This is an optimization exercise on Yosys and OpenROAD, whose aim is small area, not a production implementation.
In this exercise RTL edits were held to simulation tests only and were not proved equivalent to the original.
No activity file was given, so power comes from the tool's default toggle rates.

<file path="run.sh">
#!/bin/bash
# synth_recipe.tcl (not shown) runs the flow's synth.tcl, then flattens the netlist and writes it again
# the make line also repeats each setting of config.mk as NAME=value (left out here)
make -C /OpenROAD-flow-scripts/flow DESIGN_CONFIG=/design/flow/config.mk WORK_HOME=/design/flow/orfs CLKGATE_MAP_FILE= SYNTH_SCRIPT=/design/flow/synth_recipe.tcl finish
</file>
<file path="config.mk">
export PLATFORM = sky130hd
export DESIGN_NAME = gshare_btb_predictor
export DESIGN_NICKNAME = gshare_btb_predictor
export VERILOG_FILES = /design/flow/design.v
export SDC_FILE = /design/flow/constraint.sdc
export NUM_CORES = 4
export LEC_CHECK = 0
export CAP_MARGIN = 20
export CORE_MARGIN = 2
export CORE_UTILIZATION = 40
export SETUP_SLACK_MARGIN = 0.3
export SLEW_MARGIN = 20
</file>
<file path="constraint.sdc">
create_clock -name core_clock -period 6.0 [get_ports {clk}]
set_input_delay 1.2000 -clock core_clock [delete_from_list [all_inputs] [get_ports {clk}]]
set_output_delay 1.2000 -clock core_clock [all_outputs]
set_load 0.01 [all_outputs]
</file>
<file path="design.v">
package bp_pkg;
    typedef enum logic [1:0] {
        CTR_SN = 2'b00,
        CTR_WN = 2'b01,
        CTR_WT = 2'b10,
        CTR_ST = 2'b11
    } ctr_t;
    function automatic logic [31:0] pht_index(input logic [31:0] pc,
                                              input logic [31:0] ghr,
                                              input int unsigned idx_bits);
        logic [31:0] mask;
        mask = (32'd1 << idx_bits) - 32'd1;
        pht_index = ((pc >> 2) ^ ghr) & mask;
    endfunction
    function automatic ctr_t ctr_next(input ctr_t c, input logic taken);
        ctr_t n;
        n = c;
        case (c)
            2'b00:   n = taken ? bp_pkg::CTR_WN : bp_pkg::CTR_SN;
            2'b01:   n = taken ? bp_pkg::CTR_WT : bp_pkg::CTR_SN;
            2'b10:   n = taken ? bp_pkg::CTR_ST : bp_pkg::CTR_WN;
            2'b11:   n = taken ? bp_pkg::CTR_ST : bp_pkg::CTR_WT;
            default: n = c;
        endcase
        ctr_next = n;
    endfunction
endpackage
module sat_counter_table
#(
    parameter int IDX_W = 6
) (
    input  logic             clk,
    input  logic             reset,
    input  logic [IDX_W-1:0] rd_idx,
    output bp_pkg::ctr_t     rd_ctr,
    input  logic             upd_en,
    input  logic [IDX_W-1:0] upd_idx,
    input  logic             upd_taken
);
    localparam int DEPTH = 1 << IDX_W;
    bp_pkg::ctr_t tbl [DEPTH];
    assign rd_ctr = tbl[rd_idx];
    always_ff @(posedge clk or posedge reset) begin
        if (reset) begin
            for (int i = 0; i < DEPTH; i++) tbl[i] <= bp_pkg::CTR_WN;
        end else if (upd_en) begin
            tbl[upd_idx] <= bp_pkg::ctr_next(tbl[upd_idx], upd_taken);
        end
    end
endmodule
module gshare_btb_predictor
#(
    parameter int ENTRIES   = 16,
    parameter int HIST_BITS = 8,
    parameter int PHT_BITS  = 8
) (
    input  logic                 clk,
    input  logic                 reset,
    input  logic                 f_valid,
    input  logic [31:0]          f_pc,
    output logic [31:0]          f_predict_addr,
    output logic                 f_predict_valid,
    output logic                 f_hit,
    output logic [HIST_BITS-1:0] f_ghr,
    input  logic                 d_is_branch,
    input  logic [31:0]          d_pc,
    input  logic [31:0]          d_target_addr,
    input  logic                 x_valid,
    input  logic [31:0]          x_pc,
    input  logic                 x_taken,
    input  logic [HIST_BITS-1:0] x_ghr
);
    localparam int PTR_W = (ENTRIES > 1) ? $clog2(ENTRIES) : 1;
    logic [ENTRIES-1:0]       btb_valid;
    logic [ENTRIES-1:0][31:0] btb_tag;
    logic [ENTRIES-1:0][31:0] btb_tgt;
    logic [PTR_W-1:0]         rpl_ptr;
    logic [HIST_BITS-1:0]     ghr;
    logic [ENTRIES-1:0] f_hit_vec;
    logic [ENTRIES-1:0] d_hit_vec;
    logic               f_hit_any;
    logic               d_hit_any;
    logic [31:0]        f_tgt;
    logic [PTR_W-1:0]   d_idx;
    logic [PHT_BITS-1:0] rd_idx;
    logic [PHT_BITS-1:0] upd_idx;
    bp_pkg::ctr_t               rd_ctr;
    for (genvar i = 0; i < ENTRIES; i++) begin : g_cmp
        assign f_hit_vec[i] = btb_valid[i] && (btb_tag[i] == f_pc);
        assign d_hit_vec[i] = btb_valid[i] && (btb_tag[i] == d_pc);
    end
    always_comb begin
        f_tgt = '0;
        d_idx = '0;
        for (int i = 0; i < ENTRIES; i++) begin
            if (f_hit_vec[i]) f_tgt = f_tgt | btb_tgt[i];
            if (d_hit_vec[i]) d_idx = PTR_W'(i);
        end
    end
    assign f_hit_any = |f_hit_vec;
    assign d_hit_any = |d_hit_vec;
    assign rd_idx  = PHT_BITS'(bp_pkg::pht_index(f_pc, 32'(ghr), PHT_BITS));
    assign upd_idx = PHT_BITS'(bp_pkg::pht_index(x_pc, 32'(x_ghr), PHT_BITS));
    sat_counter_table #(.IDX_W(PHT_BITS)) u_pht (
        .clk       (clk),
        .reset     (reset),
        .rd_idx    (rd_idx),
        .rd_ctr    (rd_ctr),
        .upd_en    (x_valid),
        .upd_idx   (upd_idx),
        .upd_taken (x_taken)
    );
    always_ff @(posedge clk or posedge reset) begin
        if (reset) begin
            f_hit           <= 1'b0;
            f_predict_valid <= 1'b0;
            f_predict_addr  <= '0;
            f_ghr           <= '0;
        end else if (f_valid) begin
            f_hit           <= f_hit_any;
            f_predict_valid <= f_hit_any && rd_ctr[1];
            f_predict_addr  <= f_tgt;
            f_ghr           <= ghr;
        end else begin
            f_hit           <= 1'b0;
            f_predict_valid <= 1'b0;
        end
    end
    always_ff @(posedge clk or posedge reset) begin
        if (reset) begin
            btb_valid <= '0;
            btb_tag   <= '0;
            btb_tgt   <= '0;
            rpl_ptr   <= '0;
        end else if (d_is_branch) begin
            if (d_hit_any) begin
                btb_tgt[d_idx] <= d_target_addr;
            end else begin
                btb_valid[rpl_ptr] <= 1'b1;
                btb_tag[rpl_ptr]   <= d_pc;
                btb_tgt[rpl_ptr]   <= d_target_addr;
                rpl_ptr <= (rpl_ptr == PTR_W'(ENTRIES - 1)) ? '0 : rpl_ptr + PTR_W'(1);
            end
        end
    end
    always_ff @(posedge clk or posedge reset) begin
        if (reset) begin
            ghr <= '0;
        end else if (x_valid) begin
            ghr <= HIST_BITS'({ghr, x_taken});
        end
    end
endmodule
</file>
==> flow_summary.toml, run 1 <==
[run_status]
status = "no timing/DRC/antenna violations"

[sta]
fmax_mhz = 181.0
timing.final.crit_share_pct = 92.11
hold_ws_ps = 463.1
fin_skew_ps = 76.14
rsz0062_at_grt = "false"
tightest_slew_ps = 1208
relSlewSlack_pct = 19.17
finalSetupViolations = 0
drv_slew = 0
hold_viol_final = 0
post-route-min-period_ps = 5526

[placed_design]
portBuffers = 159
hpwlAfterDp_um = 330800
gp_congestion = 1.087

[critical_path]
critical_path.startpoint = "x_ghr[6]"
path_buf_inv = 4
critPathMostFrequentCell = "buf_4"
rr_startpoint = "btb_tag[75]$_DFFE_PP0P_"
cp.required_ps = 6700
worstPathMaxFanout = 39
start_kind = "input pin"
cp_slowest_stage_delay_ps = 570
worstPathArrival_ps = 6230
worstSetupEndpointType = "flip-flop"
worstPathCellList = "clkdlybuf4s50_1 > xnor2_2 > buf_4 > nor4_2 > buf_4 > a22oi_1 > o32ai_1 > or4_1 > a2111oi_0 > nand2_1 > or4_1 > o22ai_2 > maj3_4 > buf_4 > o21ai_0"
worst-setup-path-type = "input pin to flip-flop"
slowest_stage = "xnor2_2"
critPathTopFamily = "buffers and inverters"

[routing]
drtIter0Drc = 10740
drcViolationCount = 0
dr.pass1.iters = 10
post_drt_wl_per_cell_um = 37.26
viasPerCell = 6.598
via_count = 83240
ant_nets = 0
totalWireLength_um = 470100

[clocking]
clk_pin_slew_ps = 60
cts-resized-gates = 0
htree_levels = 4
cts_setup_buffers = 0
clk_latency_ps = 890
clock_path_buffers = 3
clock-sinks = 1606
cts_made_buffers = 180
cts_tree = "yes"
holdBufCountCts = 0
cts_root_buf = "clkbuf_16"

[logic_synthesis]
ys_seq_elements = 1606
synthesis.nets = 9204
ys_warn_count = 3
syn-cell-area_sq_um = 87460
yosysUniqueCellTypes = 100
synth_ff_type = "dfrtp_1"
synthCells = 9054
yosysSeqAreaShare_pct = 46.32
synth_edf_count = 0
ys_async_sr_fraction_pct = 100.0
avgSynthCellArea_sq_um = 9.660

[die]
core_area_sq_um = 217200
placement_rows = 171
die_h_um = 471.6
floorplan.initialDensity_pct = 40.27
die_area_sq_um = 222400
num_io_pins = 184
die_x_um = 471.6

[global_routing]
grt_usage_pct = 41.31
globalRouteOverflowTotal = 0
grt_antenna_before_repair = 35
grt_pass1_vias = 80770
grt_max_degree = 153
grt_pass1_wl_um = 647900

[power_and_ir_drop]
power.density_nw_per_um2 = 412.7
p_total_uw = 43520
ir_worst_vdd_mv = 0.3171
leakagePower_uw = 0.04236

[layout]
finish.utilization_pct = 48.56
layout.nets = 9746
drive_above_1_share_pct = 21.16
final_cell_mix = "dfrtp_1 (1,350), nand2_1 (1,349), buf_4 (764), xnor2_1 (632), o21ai_1 (483)"
areaGrowthSynthToFinish_pct = 20.58
layout_commonest_cell = "dfrtp_1"

[worst_hold_path]
hp-class = "flip-flop to flip-flop"
hp-start = "u_pht.tbl[184][0]$_DFFE_PP1P_"

[job]
maxCapViolCount = 0
==> worst reg2reg max path, cell delays in order, from the launching register on <==
cell and delay (ps):
dfrtp_1 450, xor2_1 240, nor4_1 370, nand4_1 150
nor4_1 300, buf_4 210, o21ai_0 190, buf_4 200
a21boi_0 170, o2111a_1 260, o21a_1 160, nor4bb_1 350
ha_1 240, nand2b_1 130, a21o_1 110, buf_4 170
a2111oi_4 40, buf_4 180, a21boi_4 490, buf_4 320
nand2_1 80, nand3_1 60
==> flip-flops by register name (all words and copies together) (netlist names), 4 cells and up <==
name and count:
btb_tgt 512, u_pht.tbl 512, f_predict_addr 32, btb_tag 512, ghr 8, rpl_ptr 4
f_ghr 8, btb_valid 16
==> cell usage after synthesis (90+ instances only) <==
cell type	count	share of area, %
a221oi_1	129	1.3
xnor2_1	639	6.4
clkbuf_1	506	2.2
a22o_1	241	2.4
nor4_1	244	1.7
nand4_1	282	2.0
o2bb2ai_1	143	1.4
xor2_1	403	4.0
o21ai_1	491	2.8
nor2_1	391	1.7
mux2_2	390	5.0
nand2_1	1349	5.8
o21ai_0	328	1.9
buf_2	132	0.76
dfstp_2	256	7.7
dfrtp_1	1350	39
nand3_1	291	1.7
a22oi_1	311	2.7
a221o_1	90	1.0
a21oi_1	187	1.1
==> final cells by class <==
cell class	count	area, sq um
clock inverters	63	1025
diodes	16	40.04
multi-input cells	6660	44350
fillers	20090	111700
repair buffers	1098	10590
inverters	50	193.9
well taps	2854	3571
clock buffers	270	5182
flip-flops and latches	1606	40510
==> cells by family (layout without fill, tap and decap cells) <==
logic type                 count (synthesis)  after routing  synth area share [%]
AOI/OAI and AO/OA                       2231           2231                 17.49
xor gates and xnor gates                1050           1050                 10.58
adders and majority gates                 10             10                0.1402
buffers and inverters                    788           1481                 3.911
DFF                                     1606           1606                 46.32
muxes                                    475            475                 6.030
other                                      0             16                     0
and+or+nand+nor                         2894           2894                 15.52
==> per-layer routing <==
layer / part of all wire (%) / GRT usage [%] / vias to the layer above
met3: 9.9 / 9.640 / 1866
met5: 0.049 / 0 / -
li1: - / - / 34040
met2: 43 / 62.08 / 5588
met1: 37 / 50.84 / 41720
met4: 9.9 / 33.15 / 34
==> report_power, final <==
group / internal, uW / switching, uW
clock: 6650 / 5050
sequential: 14300 / 3350
combinational: 6010 / 8200
total: 26900 / 16600
==> through the flow <==
| stage | std cells | TNS (ps) | area (sq um) | setup WS (ps) |
|---|---|---|---|---|
| 3_5_place_dp | 12270 | -25670 | 99210 | -232.0 |
| 6_report | 12620 | 0 | 105500 | 473.6 |
| 4_1_cts | 12600 | 0 | 105400 | 633.2 |
| 3_3_place_gp | 12270 | -50490 | 99180 | -282.4 |
| 5_1_grt | 12600 | 0 | 105400 | 381.2 |
| 2_1_floorplan | 9054 | - | 87460 | -17250 |
==> path summary, 6_finish.rpt <==
| path | endpoint | slack, ps | cells after the start |
|---|---|---|---|
| max reg2reg | btb_tgt[169]$_DFFE_PP0P_ | 1010 | 21 |
| max in group asynchronous | btb_tag[495]$_DFFE_PP0P_ | 3740 | 3 |
| min | u_pht.tbl[184][0]$_DFFE_PP1P_ | 460 | 2 |
| max | u_pht.tbl[189][1]$_DFFE_PP0P_ | 470 | 15 |
| min reg2reg | u_pht.tbl[184][0]$_DFFE_PP1P_ | 460 | 2 |
| min in group asynchronous | btb_tag[341]$_DFFE_PP0P_ | 800 | 2 |
==> inputs of run 2 (changes only) <==
==> design.v (replaced) <==
package bp_pkg;
    typedef enum logic [1:0] {
        CTR_SN = 2'b00,
        CTR_WN = 2'b01,
        CTR_WT = 2'b10,
        CTR_ST = 2'b11
    } ctr_t;
endpackage
module sat_counter_table
#(
    parameter int IDX_W = 8
) (
    input  logic             clk,
    input  logic             reset,
    input  logic [IDX_W-1:0] rd_idx,
    output logic             rd_taken,
    input  logic             upd_en,
    input  logic [IDX_W-1:0] upd_idx,
    input  logic             upd_taken
);
    localparam int DEPTH = 1 << IDX_W;
    logic [DEPTH-1:0] hi;    
    logic [DEPTH-1:0] lo_n;  
    assign rd_taken = hi[rd_idx];
    for (genvar i = 0; i < DEPTH; i++) begin : g_ctr
        always_ff @(posedge clk or posedge reset) begin
            if (reset) begin
                hi[i]   <= 1'b0;
                lo_n[i] <= 1'b0;
            end else if (upd_en && upd_idx == IDX_W'(i)) begin
                hi[i]   <= (hi[i] & ~lo_n[i]) | (hi[i] & upd_taken) | (~lo_n[i] & upd_taken);
                lo_n[i] <= ~((hi[i] & lo_n[i]) | (hi[i] & upd_taken) | (lo_n[i] & upd_taken));
            end
        end
    end
endmodule
module gshare_btb_predictor
#(
    parameter int ENTRIES   = 16,
    parameter int HIST_BITS = 8,
    parameter int PHT_BITS  = 8
) (
    input  logic                 clk,
    input  logic                 reset,
    input  logic                 f_valid,
    input  logic [31:0]          f_pc,
    output logic [31:0]          f_predict_addr,
    output logic                 f_predict_valid,
    output logic                 f_hit,
    output logic [HIST_BITS-1:0] f_ghr,
    input  logic                 d_is_branch,
    input  logic [31:0]          d_pc,
    input  logic [31:0]          d_target_addr,
    input  logic                 x_valid,
    input  logic [31:0]          x_pc,
    input  logic                 x_taken,
    input  logic [HIST_BITS-1:0] x_ghr
);
    localparam int PTR_W = (ENTRIES > 1) ? $clog2(ENTRIES) : 1;
    logic [ENTRIES-1:0]       btb_valid;
    logic [31:0]              btb_tag [ENTRIES];
    logic [31:0]              btb_tgt [ENTRIES];
    logic [PTR_W-1:0]         rpl_ptr;
    logic [HIST_BITS-1:0]     ghr;
    logic [ENTRIES-1:0] f_hit_vec;
    logic [ENTRIES-1:0] d_hit_vec;
    logic [ENTRIES-1:0] alloc_vec;
    logic               f_hit_any;
    logic               d_hit_any;
    logic [31:0]        f_tgt;
    logic               rd_taken;
    for (genvar i = 0; i < ENTRIES; i++) begin : g_cmp
        assign f_hit_vec[i] = btb_valid[i] && (btb_tag[i] == f_pc);
        assign d_hit_vec[i] = btb_valid[i] && (btb_tag[i] == d_pc);
        assign alloc_vec[i] = (rpl_ptr == PTR_W'(i));
    end
    always_comb begin
        f_tgt = '0;
        for (int i = 0; i < ENTRIES; i++)
            f_tgt = f_tgt | ({32{f_hit_vec[i]}} & btb_tgt[i]);
    end
    assign f_hit_any = |f_hit_vec;
    assign d_hit_any = |d_hit_vec;
    sat_counter_table #(.IDX_W(PHT_BITS)) u_pht (
        .clk       (clk),
        .reset     (reset),
        .rd_idx    (f_pc[PHT_BITS+1:2] ^ PHT_BITS'(ghr)),
        .rd_taken  (rd_taken),
        .upd_en    (x_valid),
        .upd_idx   (x_pc[PHT_BITS+1:2] ^ PHT_BITS'(x_ghr)),
        .upd_taken (x_taken)
    );
    always_ff @(posedge clk or posedge reset) begin
        if (reset) begin
            f_hit           <= 1'b0;
            f_predict_valid <= 1'b0;
        end else begin
            f_hit           <= f_valid && f_hit_any;
            f_predict_valid <= f_valid && f_hit_any && rd_taken;
        end
    end
    always_ff @(posedge clk or posedge reset) begin
        if (reset) begin
            f_predict_addr  <= '0;
            f_ghr           <= '0;
        end else if (f_valid) begin
            f_predict_addr  <= f_tgt;
            f_ghr           <= ghr;
        end
    end
    for (genvar i = 0; i < ENTRIES; i++) begin : g_ent
        always_ff @(posedge clk) begin
            if (d_is_branch && !d_hit_any && alloc_vec[i])
                btb_tag[i] <= d_pc;
            if (d_is_branch && (d_hit_vec[i] || (!d_hit_any && alloc_vec[i])))
                btb_tgt[i] <= d_target_addr;
        end
    end
    always_ff @(posedge clk or posedge reset) begin
        if (reset) begin
            btb_valid <= '0;
            rpl_ptr   <= '0;
        end else if (d_is_branch && !d_hit_any) begin
            btb_valid <= btb_valid | alloc_vec;
            rpl_ptr   <= rpl_ptr + PTR_W'(1);
        end
    end
    always_ff @(posedge clk or posedge reset) begin
        if (reset) begin
            ghr <= '0;
        end else if (x_valid) begin
            ghr <= HIST_BITS'({ghr, x_taken});
        end
    end
endmodule
==> run 2 against run 1 <==
  * Die area down 12%
  * Sequential power shrank 24%
  * Sequential share of layout area increased by 13 points
  * Global-route usage shrank 16 points
==> flow_summary.toml, run 2 <==
[layout]
nFillCells = 17000
final_cell_mix = "edfxtp_1 (1,024), xor2_1 (667), a21oi_1 (638), dfrtp_1 (582), o21ai_0 (517)"
areaGrowthSynthToFinish_pct = 14.87
reg_top3 = "btb_tag (512), btb_tgt (512)"
layout_commonest_cell = "edfxtp_1"
layout.nets = 6855
drive_above_1_share_pct = 11.36

[logic_synthesis]
synthesis.nets = 6641
syn-cell-area_sq_um = 76930
synth.most_common_cell = "edfxtp_1"
avgSynthCellArea_sq_um = 11.85
synth_commonest_cells = "edfxtp_1 (1,024), xor2_1 (668), a21oi_1 (638)"
yosysTopAreaCellShare_pct = 39.97
ys_warn_count = 4
yosysUniqueCellTypes = 64
synthTopCellsByArea = "edfxtp_1 (40%), dfrtp_1 (19%), xor2_1 (7.6%), xnor2_1 (4.3%), a21oi_1 (4.2%)"
synth_ff_type = "edfxtp_1"
synth_edf_count = 1024
netlist.top_cell.by_area = "edfxtp_1"
ys_async_sr_fraction_pct = 36.24
ys_seq_elements = 1606
yosysSeqAreaShare_pct = 58.90
synthCells = 6495

[critical_path]
regToRegSetupSlack_ps = 2130
worstPathMaxFanout = 19
start_kind = "input pin"
rr_startpoint = "ghr[0]$_DFFE_PP0P_"
critical_path.startpoint = "f_pc[20]"
worst-setup-path-type = "input pin to flip-flop"
critPathCapture = "f_predict_addr[25]$_DFFE_PP0P_"
r2r_end = "f_predict_valid$_DFF_PP0_"
cp.required_ps = 6730
worstPathArrival_ps = 5040
reg2reg_depth = 8
worstSetupEndpointType = "flip-flop"

[power_and_ir_drop]
p_int_uw = 20460
p_sw_uw = 7602
leakagePower_uw = 0.03019
pwr-share-seq_pct = 47.6
power.density_nw_per_um2 = 317.5
ir_worst_vdd_mv = 0.2640
clkPwrFrac_pct = 39.6
p_sw_share_pct = 27.09
pwr-share-comb_pct = 12.7

[clocking]
htree_levels = 4
cts_made_buffers = 176
cts_setup_buffers = 0
clock-sinks = 1606
clk_pin_slew_ps = 60
cts-resized-gates = 0
clock_path_buffers = 3
cts_root_buf = "clkbuf_16"
clk_latency_ps = 840
holdBufCountCts = 0
cts_tree = "yes"

[worst_hold_path]
hp-class = "flip-flop to flip-flop"
hp-start = "u_pht.hi[171]$_DFFE_PP0P_"

[routing]
drcViolationCount = 0
totalWireLength_um = 250400
drtIter0Drc = 6634
via_count = 56120
post_drt_wl_per_cell_um = 26.70
viasPerCell = 5.986
ant_nets = 0
dr.pass1.iters = 6

[placed_design]
post-place-ws_ps = 987.8
gp_congestion = 0.8835
hpwlAfterDp_um = 153900
portBuffers = 159

[sta]
relSlewSlack_pct = 20.56
fmax_mhz = 231.9
drv_slew = 0
post-route-min-period_ps = 4313
tightest_slew_ps = 1188
timing.final.crit_share_pct = 71.88
fin_skew_ps = 71.26
finalSetupViolations = 0
final.setup.tns_ps = 0
setup_ws_ps = 1687
hold_viol_final = 0
rsz0062_at_grt = "false"

[global_routing]
grt_max_degree = 189
grt_pass1_wl_um = 366200
grt_usage_pct = 25.00
globalRouteOverflowTotal = 0
grt_pass1_vias = 55290
grt_antenna_before_repair = 15

[die]
core_area_sq_um = 190600
num_io_pins = 184
die_h_um = 442.6
placement_rows = 160
floorplan.initialDensity_pct = 40.37
die_x_um = 442.6
die_area_sq_um = 195900

[job]
maxCapViolCount = 0

[run_status]
status = "no timing/DRC/antenna violations"
-- run 2: cell types whose count changed after synthesis, moves of 265 or more --
cell and change:
a21oi_1 +451, clkbuf_1 -342, dfrtp_1 -768, edfxtp_1 +1024, nand2_1 -1124, o21ai_1 -491, xor2_1 +265
-- run 2: cells by family (layout without fill, tap and decap cells) --
family	after synthesis	count (layout)	share of synthesized area, %
AOI/OAI and AO/OA	1657	1657	12.87
adders and majority gates	4	4	0.06506
muxes	192	192	3.477
xor gates and xnor gates	1053	1053	12.10
DFF	1606	1606	58.90
and+or+nand+nor	1443	1443	9.428
buffers and inverters	540	901	3.162
other	0	9	0
-- run 2: worst min path at each step --
stage,slack (ps),endpoint,cells after the start
2_1_floorplan,450,btb_valid[11]$_DFFE_PP0P_,1
3_3_place_gp,470,u_pht.lo_n[75]$_DFFE_PP0P_,1
3_5_place_dp,480,u_pht.lo_n[2]$_DFFE_PP0P_,1
4_1_cts,480,u_pht.lo_n[171]$_DFFE_PP0P_,1
5_1_grt,510,u_pht.lo_n[175]$_DFFE_PP0P_,1
6_report,480,u_pht.lo_n[171]$_DFFE_PP0P_,1
-- run 2: cell type report --
| type | instances | area (sq um) | share of cell area [%] |
|---|---|---|---|
| Antenna cell | 9 | 22.52 | 0.02548 |
| Clock buffer | 256 | 5019 | 5.679 |
| Clock inverter | 69 | 853.3 | 0.9656 |
| Inverter | 164 | 619.3 | 0.7008 |
| Multi-Input combinational cell | 4349 | 29510 | 33.39 |
| Sequential cell | 1606 | 45310 | 51.27 |
| Tap cell | 2511 | 3142 | 3.555 |
| Timing Repair Buffer | 412 | 3896 | 4.409 |
-- run 2: per-stage QoR --
step | utilization, % | area [sq um] | hold WS [ps] | instances | power (uW)
6_report | 46.37 | 88380 | 478.2 | 9376 | 28060
5_1_grt | 46.37 | 88370 | 507.7 | 9375 | 28950
4_1_cts | 46.34 | 88320 | 484.8 | 9366 | 28150
3_5_place_dp | 43.26 | 82450 | 478.9 | 9041 | 17090
3_3_place_gp | 43.25 | 82420 | 468.6 | 9040 | 17010
2_1_floorplan | - | 76950 | 448.3 | 6495 | 15460
-- run 2: worst max-delay path, cell delays in order --
cell and delay [ps]:
clkdlybuf4s50_1 1250, buf_4 440, xor2_1 110, nor4_1 280, nand4_1 230, nor3_4 470
buf_4 440, a22o_1 180, a221oi_1 50, and3_1 170, a41oi_1 190
-- run 2: power groups by stage --
stage          registers (uW)  logic, uW  clock network, uW
2_1_floorplan           13400       2020                  0
6_report                13400       3570              11100
4_1_cts                 13400       3530              11300
3_3_place_gp            13500       3470                  0
5_1_grt                 13500       3780              11700
3_5_place_dp            13600       3520                  0
-- run 2: per-layer routing --
layer / global-route usage [%] / vias to the layer above / share of wire, %
met3: 3.835 / 496 / 8.0
met2: 40.71 / 2454 / 48
met1: 33.48 / 28590 / 40
li1: - / 24580 / -
met4: 10.05 / 0 / 4.0
met5: 0 / - / 0
==> inputs of run 3 (changes only) <==
--- a/design.v
+++ b/design.v
@@ -18,18 +18,35 @@
     input  logic [IDX_W-1:0] upd_idx,
     input  logic             upd_taken
 );
+    localparam int COL_W = IDX_W / 2;
+    localparam int ROW_W = IDX_W - COL_W;
+    localparam int ROWS  = 1 << ROW_W;
+    localparam int COLS  = 1 << COL_W;
     localparam int DEPTH = 1 << IDX_W;
-    logic [DEPTH-1:0] hi;    
-    logic [DEPTH-1:0] lo_n;  
-    assign rd_taken = hi[rd_idx];
-    for (genvar i = 0; i < DEPTH; i++) begin : g_ctr
-        always_ff @(posedge clk or posedge reset) begin
-            if (reset) begin
-                hi[i]   <= 1'b0;
-                lo_n[i] <= 1'b0;
-            end else if (upd_en && upd_idx == IDX_W'(i)) begin
-                hi[i]   <= (hi[i] & ~lo_n[i]) | (hi[i] & upd_taken) | (~lo_n[i] & upd_taken);
-                lo_n[i] <= ~((hi[i] & lo_n[i]) | (hi[i] & upd_taken) | (lo_n[i] & upd_taken));
+    logic [DEPTH-1:0] hi, lo;
+    logic [ROWS-1:0]  row_ok;
+    logic [ROW_W-1:0] upd_row;
+    logic [COL_W-1:0] upd_col;
+    logic             cur_ok, cur_hi, cur_lo, nxt_hi, nxt_lo;
+    assign upd_row = upd_idx[IDX_W-1:COL_W];
+    assign upd_col = upd_idx[COL_W-1:0];
+    assign rd_taken = hi[rd_idx] & row_ok[rd_idx[IDX_W-1:COL_W]];
+    assign cur_ok = row_ok[upd_row];
+    assign cur_hi = hi[upd_idx] & cur_ok;
+    assign cur_lo = lo[upd_idx] | ~cur_ok;
+    assign nxt_hi = (cur_hi & cur_lo) | (cur_hi & upd_taken) | (cur_lo & upd_taken);
+    assign nxt_lo = (cur_hi & ~cur_lo) | (cur_hi & upd_taken) | (~cur_lo & upd_taken);
+    always_ff @(posedge clk or posedge reset) begin
+        if (reset) row_ok <= '0;
+        else if (upd_en) row_ok[upd_row] <= 1'b1;
+    end
+    for (genvar r = 0; r < ROWS; r++) begin : g_row
+        for (genvar c = 0; c < COLS; c++) begin : g_col
+            always_ff @(posedge clk) begin
+                if (upd_en && upd_row == ROW_W'(r) && (upd_col == COL_W'(c) || !row_ok[r])) begin
+                    hi[r*COLS+c] <= (upd_col == COL_W'(c)) ? nxt_hi : 1'b0;
+                    lo[r*COLS+c] <= (upd_col == COL_W'(c)) ? nxt_lo : 1'b1;
+                end
             end
         end
     end
--- a/config.mk
+++ b/config.mk
@@ -8,5 +8,5 @@
 export CAP_MARGIN = 20
 export CORE_MARGIN = 2
 export CORE_UTILIZATION = 40
-export SETUP_SLACK_MARGIN = 0.3
+export GPL_TIMING_DRIVEN = 0
 export SLEW_MARGIN = 20
==> run 3 against run 2 <==
  * Clock skew down 39 ps
  * Worst hold slack better by 29 ps
  * Total power up 6.9%
  * The layout now fails its checks (negative setup slack)
  * Sequential power up 4%
  * Die area down 5.5%
  * Global-route usage up 6.9 points
  * Largest power group unchanged
  * Setup slack worse by 1800 ps
  * Maximum frequency down 30%
  * Clock power down 4%
==> flow_summary.toml, run 3 <==
[logic_synthesis]
synthTopCellsByArea = "edfxtp_1 (63%), xor2_1 (7.2%), xnor2_1 (5.4%), mux4_2 (5.0%), dfrtp_1 (3.0%)"
synth_commonest_cells = "edfxtp_1 (1,536), xor2_1 (600), xnor2_1 (449)"
ys_async_sr_fraction_pct = 5.302
ys_seq_elements = 1622
syn-cell-area_sq_um = 72640
netlist.top_cell.by_area = "edfxtp_1"
yosysTopAreaCellShare_pct = 63.50
synthesis.nets = 4943
ys_warn_count = 4
synthCells = 4793
synth_ff_type = "edfxtp_1"
synth.most_common_cell = "edfxtp_1"
synth_edf_count = 1536
yosysUniqueCellTypes = 61
avgSynthCellArea_sq_um = 15.15
yosysSeqAreaShare_pct = 66.46

[clocking]
cts_root_buf = "clkbuf_16"
cts_tree = "yes"
clock_path_buffers = 3
clk_pin_slew_ps = 60
clk_latency_ps = 850
clock-sinks = 1622
cts_made_buffers = 170
htree_levels = 4

[critical_path]
regToRegSetupSlack_ps = 730
worstPathArrival_ps = 6890
worstPathMaxFanout = 10
worst-setup-path-type = "input pin to flip-flop"
cp_slowest_stage_delay_ps = 1080
cp.required_ps = 6770
critPathMostFrequentCell = "a2111oi_0"
worstSetupEndpointType = "flip-flop"
worstPathCellList = "buf_2 > buf_4 > xor2_1 > clkbuf_1 > mux2i_1 > a2111oi_0 > a31oi_1 > a2111oi_0 > a22o_1"
start_kind = "input pin"
slowest_stage = "a2111oi_0"

[sta]
finalSetupViolations = 34
setup_ws_ps = -125.2
fin_skew_ps = 32.44
rsz0062_at_grt = "false"
timing.final.crit_share_pct = 102.1
relSlewSlack_pct = 14.91
post-route-min-period_ps = 6125
drv_slew = 0
tightest_slew_ps = 1276
hold_viol_final = 0
fmax_mhz = 163.3

[power_and_ir_drop]
p_int_uw = 21100
clkPwrFrac_pct = 35.7
ir_worst_vdd_mv = 0.2680
pwr-share-comb_pct = 18.0
power.density_nw_per_um2 = 348.9
pwr-share-seq_pct = 46.3
leakagePower_uw = 0.02724
p_sw_share_pct = 29.63
p_sw_uw = 8886

[routing]
viasPerCell = 6.422
totalWireLength_um = 298900
dr.pass1.iters = 8
post_drt_wl_per_cell_um = 38.71
drtIter0Drc = 8269
via_count = 49590
drcViolationCount = 0
ant_nets = 0

[job]
maxCapViolCount = 0

[layout]
areaGrowthSynthToFinish_pct = 18.31
finish.utilization_pct = 47.60
multi_input_area_sq_um = 23670
reg_top3 = "btb_tag (512), btb_tgt (512)"
stdcell_count = 7722
layout_commonest_cell = "edfxtp_1"
regArea_sq_um = 48280
drive_above_1_share_pct = 15.82
nFillCells = 15550
final_cell_mix = "edfxtp_1 (1,536), xor2_1 (595), xnor2_1 (446), a21oi_1 (281), clkbuf_1 (196)"
layout.nets = 5350

[placed_design]
post-place-ws_ps = -1700
gp_congestion = 1.022
dpl.cell_count = 7427
hpwlAfterDp_um = 205600
portBuffers = 126

[die]
floorplan.initialDensity_pct = 40.23
die_x_um = 430.1
core_area_sq_um = 180500
die_area_sq_um = 185000
die_h_um = 430.1
placement_rows = 156
num_io_pins = 184

[global_routing]
grt_pass1_wl_um = 401800
grt_usage_pct = 31.95
globalRouteOverflowTotal = 0
grt_pass1_vias = 47620
grt_antenna_before_repair = 14
grt_max_degree = 46

[worst_hold_path]
hp-class = "flip-flop to flip-flop"

[run_status]
so.violations = "negative setup slack"
status = "failed layout checks"
## run 3: changes by cell type in the layout (fill, tap and decap cells not counted), sizes merged, moves of 100 or more
cell / delta
edfxtp: +512
o21ai: -509
inv: -152
mux4: +118
nor2: -234
dfrtp: -496
or3: -125
a21oi: -357
nand3: -231
o31ai: -121
clkbuf: +186
mux2: -100
## run 3: power groups by stage
stage               combinational (uW)  sequential [uW]  clock, uW
finish                            5400            13900      10700
global route                      5480            13900      11200
CTS                               5230            13900      10700
detailed placement                5200            14100          0
global placement                  4630            14200          0
floorplan                         2550            14000          0
## run 3: layout make-up
type | instances | area share (%)
flip-flops and latches | 1622 | 56.18
diodes | 9 | 0.02621
clock buffers | 238 | 5.447
repair buffers | 264 | 4.637
clock inverters | 77 | 1.029
plain buffers | 305 | 1.635
multi-input cells | 2825 | 27.54
inverters | 12 | 0.05824
well taps | 2370 | 3.451
## run 3: what timing repair did
action                                  4_1_cts  5_1_grt
hold buffers                                  0        0
endpoints found under the setup margin     1055      209
pin swaps                                     0        0
resized for setup                            30       13
setup buffers                                 0        0
## run 3: worst max-delay path, delay by kind of cell
kind / cells / cell delay, ps
compound gates: 4 / 2510
xor+xnor: 1 / 1000
buf+inv: 3 / 1870
mux: 1 / 270
## run 3: metal layers
metal	vias to the layer above	part of all wire, %	GRT usage (%)	routed length, um
li1	19420	-	-	-
met1	25320	36	40.60	106700
met2	3878	45	49.53	134100
met3	964	12	7.284	34740
met4	9	7.8	20.18	23170
met5	-	0.050	0	149
## run 3: cells by family (layout without fill, tap and decap cells)
kind of cell,Yosys count,after routing,synth area share [%]
compound gates,732,732,6.937
xor+xnor,1051,1051,12.69
fa+ha+maj,10,10,0.1688
buf+inv,346,896,1.976
flops,1622,1622,66.46
mux,234,234,6.065
other cells,0,9,0
simple gates,798,798,5.698
## run 3: through the flow
step | area (sq um) | hold WS [ps] | power [uW] | TNS, ps
6_report | 85930 | 507.5 | 29980 | -565.3
2_1_floorplan | 72640 | 456.9 | 16510 | 0
4_1_cts | 85870 | 510.4 | 29800 | -6149
3_5_place_dp | 80230 | 497.3 | 19290 | -1599910
3_3_place_gp | 76860 | 497.3 | 18800 | -6339930
5_1_grt | 85920 | 527.0 | 30550 | 0
## run 3: final timing paths
path / from / end / cells after the start
worst max-delay path: f_pc[5] / f_predict_valid$_DFF_PP0_ / 9
worst min-delay path: f_ghr[4]$_DFFE_PP0P_ / f_ghr[4]$_DFFE_PP0P_ / 1
worst max register to register: ghr[3]$_DFFE_PP0P_ / f_predict_valid$_DFF_PP0_ / 7
worst min register to register: f_ghr[4]$_DFFE_PP0P_ / f_ghr[4]$_DFFE_PP0P_ / 1
max in group asynchronous: reset / ghr[3]$_DFFE_PP0P_ / 3
min in group asynchronous: reset / f_predict_addr[3]$_DFFE_PP0P_ / 2
==> inputs of run 4 (changes only) <==
==> flow/run.sh (new file) <==
#!/bin/bash
set -euo pipefail
cd "$(dirname "$0")/.."
bash standard.sh \
  "BUFFER_PORTS_ARGS=-buffer_cell sky130_fd_sc_hd__buf_1" \
  "CTS_ARGS=-sink_clustering_enable -repair_clock_nets -dont_use_dummy_load -buf_list {sky130_fd_sc_hd__clkbuf_8} -sink_clustering_size 14 -sink_clustering_max_diameter 50" \
  finish > flow_standard.log 2>&1
==> standard.sh (new file) <==
#!/bin/bash
# synth_recipe.tcl (not shown) runs the flow's synth.tcl, then flattens the netlist and writes it again
# the make line also repeats each setting of config.mk as NAME=value (left out here)
make -C /OpenROAD-flow-scripts/flow DESIGN_CONFIG=/design/flow/config.mk WORK_HOME=/design/flow/orfs CLKGATE_MAP_FILE= SYNTH_SCRIPT=/design/flow/synth_recipe.tcl "${@:-finish}"
--- a/config.mk
+++ b/config.mk
@@ -8,5 +8,5 @@
 export CAP_MARGIN = 20
 export CORE_MARGIN = 2
 export CORE_UTILIZATION = 40
-export GPL_TIMING_DRIVEN = 0
+export SETUP_SLACK_MARGIN = 0.3
 export SLEW_MARGIN = 20
removed: run.sh
==> run 4 against run 3 <==
  * Now clean on timing, DRC and antenna
  * Clock skew rose by 120 ps
  * Sequential power barely moved
  * Non-clock buffer count is 87 lower
  * Combinational power shrank 14%
  * Die area did not move
==> flow_summary.toml, run 4 <==
[run_status]
status = "no timing/DRC/antenna violations"

[die]
core_area_sq_um = 180500
num_io_pins = 184
die_h_um = 430.1
die_x_um = 430.1
placement_rows = 156
floorplan.initialDensity_pct = 40.23
die_area_sq_um = 185000

[layout]
reg_top3 = "btb_tag (512), btb_tgt (512)"
final_cell_mix = "edfxtp_1 (1,536), xor2_1 (594), xnor2_1 (445), a21oi_1 (281), buf_4 (244)"
areaGrowthSynthToFinish_pct = 11.61
finish.utilization_pct = 44.90
drive_above_1_share_pct = 16.11
layout_commonest_cell = "edfxtp_1"
layout.nets = 5256

[clocking]
cts_tree = "yes"
htree_levels = 4
cts-resized-gates = 0
clk_pin_slew_ps = 90
clock_path_buffers = 3
cts_root_buf = "clkbuf_8"
cts_setup_buffers = 0
holdBufCountCts = 0
clk_latency_ps = 970
clock-sinks = 1622
cts_made_buffers = 163

[logic_synthesis]
syn-cell-area_sq_um = 72640
synth_ff_type = "edfxtp_1"
synth_edf_count = 1536
synth.most_common_cell = "edfxtp_1"
yosysSeqAreaShare_pct = 66.46
ys_async_sr_fraction_pct = 5.302
ys_warn_count = 4
avgSynthCellArea_sq_um = 15.15
yosysUniqueCellTypes = 61
netlist.top_cell.by_area = "edfxtp_1"
synth_commonest_cells = "edfxtp_1 (1,536), xor2_1 (600), xnor2_1 (449)"
ys_seq_elements = 1622
synthesis.nets = 4943
synthTopCellsByArea = "edfxtp_1 (63%), xor2_1 (7.2%), xnor2_1 (5.4%), mux4_2 (5.0%), dfrtp_1 (3.0%)"
synthCells = 4793
yosysTopAreaCellShare_pct = 63.50

[critical_path]
worstPathArrival_ps = 5320
path_buf_inv = 4
cp_slowest_stage_delay_ps = 590
worst-setup-path-type = "input pin to flip-flop"
worstPathCellList = "buf_1 > xnor2_4 > buf_12 > mux4_2 > a22oi_1 > nand2_1 > nor4_1 > o311ai_1 > buf_4 > or3_1 > maj3_2 > nand3_1 > buf_4"
critPathMostFrequentCell = "buf_4"
start_kind = "input pin"
worstPathMaxFanout = 38
worstSetupEndpointType = "flip-flop"
slowest_stage = "mux4_2"
cp.required_ps = 6680
critPathTopFamily = "buffers and inverters"

[power_and_ir_drop]
ir_worst_vdd_mv = 0.2304
leakagePower_uw = 0.02532
power.density_nw_per_um2 = 304.6
p_total_uw = 24690

[global_routing]
grt_pass1_wl_um = 347700
grt_antenna_before_repair = 6
grt_max_degree = 49
grt_usage_pct = 26.53
globalRouteOverflowTotal = 0
grt_pass1_vias = 45610

[placed_design]
hpwlAfterDp_um = 156600
gp_congestion = 0.9669
portBuffers = 159

[routing]
via_count = 46230
ant_nets = 0
dr.pass1.iters = 7
drtIter0Drc = 6417
viasPerCell = 6.181
drcViolationCount = 0
post_drt_wl_per_cell_um = 33.39
totalWireLength_um = 249700

[sta]
final.setup.tns_ps = 0
rsz0062_at_grt = "false"
hold_viol_final = 0
post-route-min-period_ps = 4637
relSlewSlack_pct = 20.73
fmax_mhz = 215.6
tightest_slew_ps = 1189
finalSetupViolations = 0
fin_skew_ps = 149.2
drv_slew = 0
timing.final.crit_share_pct = 77.29

[worst_hold_path]
hp-class = "input pin to asynchronous set/reset pin"

[job]
maxCapViolCount = 0
## run 4: cell count changes in the layout (fill, tap and decap cells not counted), sizes merged
cell	before	now
clkbuf	442	229
buf	271	416
clkdlybuf4s50	94	0
clkinv	57	0
bufinv	12	0
inv	20	12
diode	9	6
## run 4: layout make-up
cell class                 instances  area [sq um]
antenna                            6         15.01
multi-input combinational       2825         23440
sequential                      1622         48280
clock buffer                     163          2243
fill                           15840         99480
inverter                          12         50.05
tap                             2370          2965
timing repair buffer             482          4078
## run 4: path summary, 6_finish.rpt
path | startpoint | to | slack [ps] | depth (start not counted)
max | x_ghr[0] | u_pht.lo[222]$_DFFE_PP_ | 1360 | 13
min | reset | f_predict_addr[22]$_DFFE_PP0P_ | 200 | 2
max reg2reg | u_pht.row_ok[9]$_DFFE_PP0P_ | u_pht.hi[24]$_DFFE_PP_ | 2090 | 9
min reg2reg | f_ghr[2]$_DFFE_PP0P_ | f_ghr[2]$_DFFE_PP0P_ | 510 | 1
max in group asynchronous | reset | f_ghr[2]$_DFFE_PP0P_ | 4560 | 3
min in group core_clock | f_ghr[2]$_DFFE_PP0P_ | f_ghr[2]$_DFFE_PP0P_ | 510 | 1
## run 4: report_power, final
group          total [uW]  internal [uW]  switching (uW)
logic                4650           1570            3080
registers           13900          13400             594
clock network        6090           2410            3680
total               24700          17300            7360
## run 4: metal layers
metal / part of all wire (%) / routed length [um] / global-route usage (%)
met1: 39 / 97950 / 35.30
met2: 47 / 118600 / 43.13
met3: 8.5 / 21140 / 4.186
met4: 4.8 / 12070 / 11.54
met5: 0.0060 / 15 / 0
## run 4: worst reg2reg max path, cell delays in order, from the launching register on
cell      delay (ps)
dfrtp_1          690
mux4_2           590
a22o_1           270
a221oi_1         340
a31oi_1           80
nand4_1          130
nor3_1            70
maj3_2           370
buf_4            190
nor2_2           800
## run 4: metrics by stage
step	hold WS, ps	cell area [sq um]	setup WS (ps)	instances
CTS	138.8	81030	1476	7472
detailed placement	495.8	78780	561.1	7309
global route	157.8	81060	1282	7478
global placement	486.6	78780	579.9	7309
finish	203.3	81070	1363	7480
floorplan	456.9	72640	534.4	4793
## run 4: kinds of logic (layout without fill, tap and decap cells)
group           after synthesis  after routing  synth area share (%)
other cells                   0              6                     0
flops                      1622           1622                 66.46
xor+xnor                   1051           1051                 12.69
fa+ha+maj                    10             10                0.1688
buf+inv                     346            657                 1.976
compound gates              732            732                 6.937
simple gates                798            798                 5.698
mux                         234            234                 6.065
==> inputs of run 5 (changes only) <==
--- a/design.v
+++ b/design.v
@@ -75,6 +75,7 @@
 );
     localparam int PTR_W = (ENTRIES > 1) ? $clog2(ENTRIES) : 1;
     logic [ENTRIES-1:0]       btb_valid;
+    logic                     btb_full;
     logic [31:0]              btb_tag [ENTRIES];
     logic [31:0]              btb_tgt [ENTRIES];
     logic [PTR_W-1:0]         rpl_ptr;
@@ -133,13 +134,16 @@
                 btb_tgt[i] <= d_target_addr;
         end
     end
+    for (genvar i = 0; i < ENTRIES; i++) begin : g_valid
+        assign btb_valid[i] = btb_full || (rpl_ptr > PTR_W'(i));
+    end
     always_ff @(posedge clk or posedge reset) begin
         if (reset) begin
-            btb_valid <= '0;
-            rpl_ptr   <= '0;
+            btb_full <= 1'b0;
+            rpl_ptr  <= '0;
         end else if (d_is_branch && !d_hit_any) begin
-            btb_valid <= btb_valid | alloc_vec;
-            rpl_ptr   <= rpl_ptr + PTR_W'(1);
+            if (rpl_ptr == PTR_W'(ENTRIES - 1)) btb_full <= 1'b1;
+            rpl_ptr <= (rpl_ptr == PTR_W'(ENTRIES - 1)) ? '0 : rpl_ptr + PTR_W'(1);
         end
     end
     always_ff @(posedge clk or posedge reset) begin
==> run 5 against run 4 <==
  * Still clean
  * Non-clock buffer count up 45
  * Worst hold slack better by 37 ps
  * Sequential power shrank 3%
  * Synthesized cell count grew 1.3%
  * Critical path type is now flip-flop to flip-flop
==> flow_summary.toml, run 5 <==
[run_status]
status = "no timing/DRC/antenna violations"

[logic_synthesis]
syn-cell-area_sq_um = 72390
synthCells = 4855
ys_warn_count = 4
yosysTopAreaCellShare_pct = 63.72
synthTopCellsByArea = "edfxtp_1 (64%), xor2_1 (8.1%), xnor2_1 (4.6%), mux4_2 (4.0%), dfrtp_1 (2.5%)"
ys_async_sr_fraction_pct = 4.418
synth_ff_type = "edfxtp_1"
ys_seq_elements = 1607
synth.most_common_cell = "edfxtp_1"
synthesis.nets = 5006
avgSynthCellArea_sq_um = 14.91
synth_edf_count = 1536
yosysSeqAreaShare_pct = 66.17
yosysUniqueCellTypes = 60
synth_commonest_cells = "edfxtp_1 (1,536), xor2_1 (670), xnor2_1 (378)"
netlist.top_cell.by_area = "edfxtp_1"

[power_and_ir_drop]
power.density_nw_per_um2 = 298.3
leakagePower_uw = 0.02593
ir_worst_vdd_mv = 0.2156

[placed_design]
placed_area_sq_um = 78600
dpl.cell_count = 7410
hpwlAfterDp_um = 158100
portBuffers = 159
gp_congestion = 0.9288

[layout]
reg_top3 = "btb_tag (512), btb_tgt (512)"
nFillCells = 16110
multi_input_area_sq_um = 23310
layout_commonest_cell = "edfxtp_1"
final_cell_mix = "edfxtp_1 (1,536), xor2_1 (663), xnor2_1 (376), buf_4 (299), a21oi_1 (291)"
regArea_sq_um = 47900
drive_above_1_share_pct = 16.10
finish.utilization_pct = 44.86
stdcell_count = 7581
finalInstanceArea_sq_um = 80900
areaGrowthSynthToFinish_pct = 11.76
layout.nets = 5359

[critical_path]
rr_startpoint = "rpl_ptr[1]$_DFFE_PP0P_"
r2r_end = "btb_tgt[10][20]$_DFFE_PP_"
reg2reg_depth = 13
critPathMostFrequentCell = "buf_4"
critPathTopFamily = "simple AND/OR/NAND/NOR gates"
worstPathMaxFanout = 32
slowest_stage = "buf_4"
cp.required_ps = 6530
start_kind = "flip-flop"
path_buf_inv = 3
worst-setup-path-type = "flip-flop to flip-flop"
cp_slowest_stage_delay_ps = 570
worstPathCellList = "inv_1 > ha_1 > nor2_1 > a31oi_1 > or4_1 > nand4_1 > nor4_1 > nand2_1 > nor4_2 > buf_4 > nand3_1 > o21ai_4 > buf_4"
worstSetupEndpointType = "flip-flop"
regToRegSetupSlack_ps = 1110
worstPathArrival_ps = 5410

[global_routing]
grt_pass1_vias = 46210
grt_max_degree = 47
grt_antenna_before_repair = 12
grt-busiest-layer = "met2"
grt_use_met3_pct = 5.006
grt_util_met2_pct = 42.57
grt_usage_pct = 26.29
grt_pass1_wl_um = 346100
met1_usage_pct = 34.75
globalRouteOverflowTotal = 0

[sta]
drv_slew = 0
post-route-min-period_ps = 4885
final.setup.tns_ps = 0
finalSetupViolations = 0
relSlewSlack_pct = 24.15
rsz0062_at_grt = "false"
fin_skew_ps = 179.4
tightest_slew_ps = 1138
fmax_mhz = 204.7
timing.final.crit_share_pct = 81.42
hold_viol_final = 0

[clocking]
cts_tree = "yes"
cts_setup_buffers = 0
clk_pin_slew_ps = 90
htree_levels = 4
holdBufCountCts = 0
cts_root_buf = "clkbuf_8"
cts-resized-gates = 0
clk_latency_ps = 990
clock_path_buffers = 3
cts_made_buffers = 166
clock-sinks = 1607

[job]
maxCapViolCount = 0

[routing]
ant_nets = 0
post_drt_wl_per_cell_um = 32.61
viasPerCell = 6.142
totalWireLength_um = 247200
dr.pass1.iters = 6
via_count = 46570
drtIter0Drc = 6013
drcViolationCount = 0

[die]
placement_rows = 156
die_area_sq_um = 184400
die_h_um = 429.4
num_io_pins = 184
die_x_um = 429.4
core_area_sq_um = 180400
floorplan.initialDensity_pct = 40.14

[worst_hold_path]
hp-class = "input pin to asynchronous set/reset pin"
[run 5: cell types whose count changed in the layout (fill, tap and decap cells not counted), sizes merged, moves of 47 or more]
cell | before | now
a22oi | 74 | 143
a221oi | 97 | 43
a22o | 99 | 30
xor2 | 601 | 670
o21ai | 17 | 75
buf | 416 | 463
mux2i | 46 | 99
xnor2 | 450 | 379
[run 5: final cells by class]
class                   count  share of cell area, %
flip-flops and latches   1607                  59.21
multi-input cells        2874                  28.81
repair buffers            527                  5.320
well taps                2370                  3.665
clock buffers             166                  2.824
inverters                  32                 0.1516
diodes                      5                0.01547
[run 5: how the worst max path moves through the flow]
| stage | from | depth (start not counted) | slack [ps] | endpoint |
|---|---|---|---|---|
| after global placement | d_pc[22] | 14 | 420 | btb_tgt[10][3]$_DFFE_PP_ |
| after detailed placement | x_ghr[0] | 13 | 430 | u_pht.lo[167]$_DFFE_PP_ |
| after global routing | rpl_ptr[1]$_DFFE_PP0P_ | 13 | 1000 | btb_tgt[10][18]$_DFFE_PP_ |
| after CTS | rpl_ptr[1]$_DFFE_PP0P_ | 13 | 1180 | btb_tgt[10][18]$_DFFE_PP_ |
| after floorplan | d_pc[9] | 13 | -260 | btb_tgt[11][0]$_DFFE_PP_ |
| final | rpl_ptr[1]$_DFFE_PP0P_ | 13 | 1110 | btb_tgt[10][20]$_DFFE_PP_ |
[run 5: power by group]
group | internal, uW | leakage [uW] | switching, uW
combinational | 1480 | 0.0101 | 3050
clock | 2450 | 0.00119 | 3640
sequential | 13100 | 0.0147 | 437
[run 5: routing by layer]
layer / share of wire [%] / up-vias
li1: - / 19240
met1: 39 / 23960
met2: 47 / 2822
met3: 9.4 / 540
met4: 4.4 / 8
met5: 0.022 / -
[run 5: per-stage QoR]
stage                     total power, uW  setup slack, ps  hold slack, ps
after floorplan                     16090           -264.7           519.3
after global placement              18150            418.7           492.2
after detailed placement            18190            428.9           498.2
after CTS                           24130             1183           170.8
after global routing                24810             1003           231.7
final                               24140             1115           240.1
[run 5: worst reg2reg max path: stages (launching register included)]
cell and delay (ps):
dfrtp_1 520, inv_1 260, ha_1 250, nor2_1 100, a31oi_1 450, or4_1 390, nand4_1 160, nor4_1 310
nand2_1 100, nor4_2 530, buf_4 260, nand3_1 310, o21ai_4 230, buf_4 570
[run 5: cell families after synthesis]
family	share of synthesized area [%]
DFF	66.17
adders and majority gates	0.1867
muxes	6.103
and+or+nand+nor	5.780
buffers and inverters	2.320
AOI/OAI and AO/OA	6.736
xor gates and xnor gates	12.70
==> inputs of run 6 (changes only) <==
==> flow/run.sh (replaced) <==
#!/bin/bash
set -euo pipefail
cd "$(dirname "$0")/.."
bash standard.sh \
  "BUFFER_PORTS_ARGS=-buffer_cell sky130_fd_sc_hd__buf_1" \
  "CTS_ARGS=-sink_clustering_enable -repair_clock_nets -dont_use_dummy_load -buf_list {sky130_fd_sc_hd__clkbuf_4 sky130_fd_sc_hd__clkbuf_8} -root_buf sky130_fd_sc_hd__clkbuf_8 -tree_buf sky130_fd_sc_hd__clkbuf_4 -sink_clustering_buffer sky130_fd_sc_hd__clkbuf_8 -sink_clustering_size 14 -sink_clustering_max_diameter 50" \
  finish > flow_standard.log 2>&1
--- a/config.mk
+++ b/config.mk
@@ -8,5 +8,6 @@
 export CAP_MARGIN = 20
 export CORE_MARGIN = 2
 export CORE_UTILIZATION = 40
-export SETUP_SLACK_MARGIN = 0.3
+export GPL_TIMING_DRIVEN = 0
+export SETUP_SLACK_MARGIN = 0.6
 export SLEW_MARGIN = 20
==> run 6 against run 5 <==
  * Highest routed layer unchanged
  * Critical path type is now input pin to flip-flop
  * Flip-flop and latch count did not move
  * Setup slack lost 690 ps
  * Largest power group unchanged
  * Final area is 0.57% higher
  * Final cell count up 1.2%
  * Critical path depth is the same
  * First-iteration DRC count is 50% higher
  * Total power up 2.4%
  * Register-to-register slack worse by 330 ps
  * Wire length grew 23%
==> flow_summary.toml, run 6 <==
[run_status]
status = "no timing/DRC/antenna violations"

[logic_synthesis]
syn-cell-area_sq_um = 72390
synthCells = 4855
ys_warn_count = 4
synth_edf_count = 1536
synth.most_common_cell = "edfxtp_1"
synthesis.nets = 5006
ys_seq_elements = 1607
avgSynthCellArea_sq_um = 14.91
yosysTopAreaCellShare_pct = 63.72
ys_async_sr_fraction_pct = 4.418
yosysUniqueCellTypes = 60
synthTopCellsByArea = "edfxtp_1 (64%), xor2_1 (8.1%), xnor2_1 (4.6%), mux4_2 (4.0%), dfrtp_1 (2.5%)"
netlist.top_cell.by_area = "edfxtp_1"
synth_commonest_cells = "edfxtp_1 (1,536), xor2_1 (670), xnor2_1 (378)"
yosysSeqAreaShare_pct = 66.17
synth_ff_type = "edfxtp_1"

[routing]
dr.pass1.iters = 9
drcViolationCount = 0
ant_nets = 0
viasPerCell = 6.493
post_drt_wl_per_cell_um = 39.53
totalWireLength_um = 303200
drtIter0Drc = 9017
via_count = 49800

[critical_path]
cp.required_ps = 6790
worstPathArrival_ps = 6360
worstPathMaxFanout = 10
worst-setup-path-type = "input pin to flip-flop"
regToRegSetupSlack_ps = 780
worstSetupEndpointType = "flip-flop"
start_kind = "input pin"

[clocking]
htree_levels = 4
clock-sinks = 1607
clk_latency_ps = 1120
cts_tree = "yes"
clock_path_buffers = 3
cts_root_buf = "clkbuf_8"
cts_made_buffers = 166
clk_pin_slew_ps = 90

[placed_design]
placed_area_sq_um = 78490
portBuffers = 125
gp_congestion = 0.9991
dpl.cell_count = 7465
post-place-ws_ps = -1574
hpwlAfterDp_um = 200900

[die]
floorplan.initialDensity_pct = 40.14
die_area_sq_um = 184400
num_io_pins = 184
die_h_um = 429.4
die_x_um = 429.4
core_area_sq_um = 180400
placement_rows = 156

[power_and_ir_drop]
leakagePower_uw = 0.02583
ir_worst_vdd_mv = 0.2367
power.density_nw_per_um2 = 303.8

[sta]
timing.final.crit_share_pct = 92.87
relSlewSlack_pct = 15.12
setup_ws_ps = 427.9
fmax_mhz = 179.5
tightest_slew_ps = 1273
hold_viol_final = 0
rsz0062_at_grt = "true"
drv_slew = 0
post-route-min-period_ps = 5572
finalSetupViolations = 0
final.setup.tns_ps = 0
fin_skew_ps = 200.3

[global_routing]
grt_antenna_before_repair = 25
grt_pass1_wl_um = 404300
grt_pass1_vias = 48190
grt_max_degree = 45
globalRouteOverflowTotal = 0
grt_usage_pct = 32.19

[layout]
nFillCells = 16210
drive_above_1_share_pct = 15.04
areaGrowthSynthToFinish_pct = 12.40
final_cell_mix = "edfxtp_1 (1,536), xor2_1 (663), xnor2_1 (376), a21oi_1 (291)"
layout_commonest_cell = "edfxtp_1"
reg_top3 = "btb_tag (512), btb_tgt (512)"
finalInstanceArea_sq_um = 81360
stdcell_count = 7669
layout.nets = 5439

[job]
maxCapViolCount = 0

[worst_hold_path]
hp-class = "input pin to asynchronous set/reset pin"
## run 6: logic make-up after synthesis
kind of cell             share of synthesized area, %
adder cells (fa/ha/maj)                        0.1867
AO/OA/AOI/OAI                                   6.736
AND/OR/NAND/NOR                                 5.780
buffers and inverters                           2.320
multiplexers                                    6.103
flip-flops                                      66.17
XOR/XNOR                                        12.70
## run 6: where the power goes
group	switching [uW]	leakage [uW]	internal, uW
sequential	349	0.0147	13100
combinational	3690	0.0100	1520
clock	3760	0.00115	2310
total	7790	0.0258	16900
## run 6: layer usage
layer  share of wire, %  track usage (%)  vias to the layer above
met3                 12            6.725                      938
met1                 36            41.65                    25350
met4                7.8            20.77                       10
li1                   -                -                    19410
met5              0.017                0                        -
met2                 45            49.31                     4092
## run 6: what timing repair did
action / 4_1_cts / 5_1_grt
hold endpoints to repair: 0 / 0
gates resized for setup: 67 / 49
hold buffers: 0 / 0
setup endpoints to repair: 1165 / 787
buffers inserted: 13 / 12
pin swaps: 8 / 4
## run 6: area by class of cell
| type | count | area (sq um) | share of cell area [%] |
|---|---|---|---|
| inverters | 32 | 122.6 | 0.1507 |
| well taps | 2370 | 2965 | 3.645 |
| diodes | 13 | 32.53 | 0.03998 |
| multi-input cells | 2874 | 23490 | 28.87 |
| flip-flops and latches | 1607 | 47900 | 58.87 |
| plain buffers | 342 | 1762 | 2.165 |
| repair buffers | 265 | 2907 | 3.572 |
| clock buffers | 166 | 2185 | 2.685 |
## run 6: critical path, cell delays in order
cell and delay [ps]:
buf_1 120, xnor2_2 320, nand2_1 480, clkbuf_1 950
nor2_1 340, nor4_1 730, o22ai_1 190, a211oi_1 370
nand4_1 180, maj3_2 480, buf_6 230, nor2_2 490
buf_6 250
## run 6: path summary, 6_finish.rpt
check                           cells past startpoint                           start                              to
worst max-delay path                               13                        x_ghr[3]         u_pht.hi[176]$_DFFE_PP_
worst min-delay path                                2                           reset  f_predict_addr[23]$_DFFE_PP0P_
worst max register to register                     16          rpl_ptr[0]$_DFFE_PP0P_         btb_tag[3][1]$_DFFE_PP_
worst min register to register                      1  f_predict_addr[21]$_DFFE_PP0P_  f_predict_addr[21]$_DFFE_PP0P_
max in group asynchronous                           3                           reset  f_predict_addr[30]$_DFFE_PP0P_
min in group core_clock                             1                         d_pc[6]         btb_tag[2][6]$_DFFE_PP_
## run 6: stage by stage
stage | hold slack, ps | power (uW) | utilization [%]
floorplan | 519.3 | 16090 | -
global placement | 495.0 | 18230 | 42.06
detailed placement | 498.2 | 18590 | 43.52
CTS | 209.1 | 24440 | 44.92
global route | 277.1 | 25160 | 45.11
finish | 264.7 | 24710 | 45.11
==> inputs of run 7 (changes only) <==
--- a/config.mk
+++ b/config.mk
@@ -8,6 +8,5 @@
 export CAP_MARGIN = 20
 export CORE_MARGIN = 2
 export CORE_UTILIZATION = 40
-export GPL_TIMING_DRIVEN = 0
-export SETUP_SLACK_MARGIN = 0.6
+export SETUP_SLACK_MARGIN = 0.3
 export SLEW_MARGIN = 20
==> run 7 against run 6 <==
  * Still clean
  * Count of clock-buffer cells in the layout unchanged
  * Total power down 3.0%
  * Die area is the same
  * Largest cell class unchanged
  * Final cell count down 1.1%
  * Global-route usage decreased by 5.9 points
  * Worst hold slack worse by 110 ps
  * Critical endpoint is now btb_tgt[10][18]$_DFFE_PP_
  * Largest power group unchanged
  * Register-to-register slack improved by 300 ps
  * Sequential share of layout area grew 0.40 points
  * Clock power down 2%
==> flow_summary.toml, run 7 <==
[run_status]
status = "no timing/DRC/antenna violations"

[critical_path]
slowest_stage = "buf_4"
worstPathCellList = "inv_1 > ha_1 > nor2_1 > a31oi_1 > or4_1 > nand4_1 > nor4_1 > nand2_1 > nor4_2 > buf_4 > nand3_1 > o21ai_4 > buf_4"
worstPathMaxFanout = 32
cp.required_ps = 6580
cp_slowest_stage_delay_ps = 570
critPathTopFamily = "simple AND/OR/NAND/NOR gates"
start_kind = "flip-flop"
critPathMostFrequentCell = "buf_4"
worstSetupEndpointType = "flip-flop"
path_buf_inv = 3
worstPathArrival_ps = 5500
worst-setup-path-type = "flip-flop to flip-flop"

[clocking]
cts_tree = "yes"
clock-sinks = 1607
cts_root_buf = "clkbuf_8"
cts_made_buffers = 166
cts-resized-gates = 0
clk_pin_slew_ps = 90
cts_setup_buffers = 0
holdBufCountCts = 0
clk_latency_ps = 1100
htree_levels = 4
clock_path_buffers = 3

[power_and_ir_drop]
pwr-share-seq_pct = 56.4
p_sw_share_pct = 29.63
p_sw_uw = 7105
ir_worst_vdd_mv = 0.1925
p_int_uw = 16870
pwr-share-comb_pct = 18.8
power.density_nw_per_um2 = 296.7
clkPwrFrac_pct = 24.8
p_total_uw = 23980
leakagePower_uw = 0.02589

[layout]
layout.nets = 5359
layout_commonest_cell = "edfxtp_1"
areaGrowthSynthToFinish_pct = 11.64
final_cell_mix = "edfxtp_1 (1,536), xor2_1 (663), xnor2_1 (376), buf_4 (299), a21oi_1 (291)"
reg_top3 = "btb_tag (512), btb_tgt (512)"
finish.utilization_pct = 44.81
drive_above_1_share_pct = 16.10
stdcell_count = 7586

[placed_design]
portBuffers = 159
gp_congestion = 0.9288
hpwlAfterDp_um = 158100
dpl.cell_count = 7410

[routing]
totalWireLength_um = 247500
dr.pass1.iters = 8
drtIter0Drc = 5972
viasPerCell = 6.135
post_drt_wl_per_cell_um = 32.62
ant_nets = 0
via_count = 46540
drcViolationCount = 0

[global_routing]
grt_usage_pct = 26.30
grt_max_degree = 47
grt_pass1_vias = 46190
grt_antenna_before_repair = 13
globalRouteOverflowTotal = 0
grt_pass1_wl_um = 346100

[logic_synthesis]
yosysSeqAreaShare_pct = 66.17
synth_commonest_cells = "edfxtp_1 (1,536), xor2_1 (670), xnor2_1 (378)"
netlist.top_cell.by_area = "edfxtp_1"
ys_warn_count = 4
synth_ff_type = "edfxtp_1"
yosysUniqueCellTypes = 60
synth_edf_count = 1536
syn-cell-area_sq_um = 72390
ys_seq_elements = 1607
avgSynthCellArea_sq_um = 14.91
ys_async_sr_fraction_pct = 4.418
synth.most_common_cell = "edfxtp_1"
synthTopCellsByArea = "edfxtp_1 (64%), xor2_1 (8.1%), xnor2_1 (4.6%), mux4_2 (4.0%), dfrtp_1 (2.5%)"
synthCells = 4855
yosysTopAreaCellShare_pct = 63.72
synthesis.nets = 5006

[sta]
tightest_slew_ps = 1133
relSlewSlack_pct = 24.48
drv_slew = 0
finalSetupViolations = 0
timing.final.crit_share_pct = 81.96
fmax_mhz = 203.4
fin_skew_ps = 288.3
post-route-min-period_ps = 4918
hold_viol_final = 0
rsz0062_at_grt = "false"

[worst_hold_path]
hp-class = "input pin to asynchronous set/reset pin"

[die]
die_area_sq_um = 184400
core_area_sq_um = 180400
die_h_um = 429.4
placement_rows = 156
die_x_um = 429.4
floorplan.initialDensity_pct = 40.14
num_io_pins = 184

[job]
maxCapViolCount = 0
-- run 7: cell counts after synthesis --
Identical to the previous run, type by type.
-- run 7: per-stage QoR --
stage	hold slack, ps	setup WS [ps]	TNS [ps]	cell area [sq um]
after floorplan	519.3	-264.7	-51880	72410
after global placement	492.2	418.7	0	78600
after detailed placement	498.2	428.9	0	78600
after CTS	69.84	1180	0	80790
after global routing	120.9	993.2	0	80810
final	159.2	1082	0	80810
-- run 7: per-layer routing --
metal | share of wire [%] | vias up | track usage, %
met5 | 0.022 | - | 0
met4 | 4.2 | 8 | 10.94
li1 | - | 19240 | -
met2 | 48 | 2734 | 42.57
met1 | 39 | 24030 | 34.77
met3 | 9.6 | 533 | 5.016
-- run 7: final cells by class --
cell class / instances / area [sq um]
fill: 16130 / 99540
tap: 2370 / 2965
clock buffer: 166 / 2185
sequential: 1607 / 47900
antenna: 10 / 25.02
timing repair buffer: 527 / 4304
inverter: 32 / 122.6
multi-input combinational: 2874 / 23310
-- run 7: power by group through the flow --
stage	clock [uW]	sequential, uW	combinational [uW]
3_3_place_gp	0	13700	4410
6_report	5940	13500	4520
3_5_place_dp	0	13800	4420
4_1_cts	6030	13500	4440
5_1_grt	6390	13600	4690
2_1_floorplan	0	13600	2460
-- run 7: cells by family (layout without fill, tap and decap cells) --
| logic type | Yosys count | in the layout | share of synthesized area, % |
|---|---|---|---|
| AO/OA/AOI/OAI | 746 | 746 | 6.736 |
| XOR/XNOR | 1049 | 1049 | 12.70 |
| adder cells (fa/ha/maj) | 11 | 11 | 0.1867 |
| buffers and inverters | 374 | 725 | 2.320 |
| flip-flops | 1607 | 1607 | 66.17 |
| multiplexers | 269 | 269 | 6.103 |
| other | 0 | 10 | 0 |
| AND/OR/NAND/NOR | 799 | 799 | 5.780 |
-- run 7: worst paths after layout --
| kind | startpoint | endpoint | slack (ps) | cells past startpoint |
|---|---|---|---|---|
| min in group core_clock | f_predict_addr[20]$_DFFE_PP0P_ | f_predict_addr[20]$_DFFE_PP0P_ | 510 | 1 |
| max | rpl_ptr[1]$_DFFE_PP0P_ | btb_tgt[10][18]$_DFFE_PP_ | 1080 | 13 |
| min reg2reg | f_predict_addr[20]$_DFFE_PP0P_ | f_predict_addr[20]$_DFFE_PP0P_ | 510 | 1 |
| max in group asynchronous | reset | rpl_ptr[2]$_DFFE_PP0P_ | 4700 | 3 |
| max reg2reg | rpl_ptr[1]$_DFFE_PP0P_ | btb_tgt[10][18]$_DFFE_PP_ | 1080 | 13 |
| min | reset | f_hit$_DFF_PP0_ | 160 | 2 |

-- static timing again, ports no longer ideal --
The results above use ideal ports. As a check the final layouts listed here were re-extracted and re-timed, cells and wires unchanged. Step 1 sets driving cells, clkbuf_16 on the clock port and buf_2 on the other inputs (assumed; they add their load-dependent delay and slew). Step 2 adds t to the input delays and takes it off the output delays; t is the mean of the earliest and latest rising clock arrival at the registers after step 1. Input paths then give back, and output paths get back, about the clock's delay inside the block. Three values: no drivers, after step 1, after step 2; two values: the first two.
run | shift t [ns] | setup WS [ns] | clock arrival spread, ns | worst register clock-pin slew, ns | worst data-port slew with drivers (ns)
run 1 | 0.954 | 0.474 / 0.540 / -0.414 | 0.084 / 0.084 | 0.07 / 0.07 | 0.17
run 2 | 0.895 | 1.687 / 1.756 / 0.862 | 0.071 / 0.071 | 0.07 / 0.07 | 0.16
run 3 | 0.915 | -0.125 / -0.062 / -0.978 | 0.032 / 0.033 | 0.07 / 0.07 | 0.21
run 4 | 0.976 | 1.363 / 1.389 / 0.413 | 0.149 / 0.149 | 0.10 / 0.10 | 0.11
run 5 | 0.982 | 1.115 / 1.115 / 0.311 | 0.182 / 0.181 | 0.10 / 0.10 | 0.16
run 6 | 1.089 | 0.428 / 0.492 / -0.597 | 0.231 / 0.231 | 0.10 / 0.10 | 0.17
run 7 | 1.032 | 1.082 / 1.082 / 0.269 | 0.290 / 0.291 | 0.10 / 0.10 | 0.16
With both steps, setup timing fails in run 1 and run 6, where it was met with ideal ports. For run 6, which loses most, drivers alone change the setup slack by +0.064 ns; drivers and shift together by -1.025 ns.
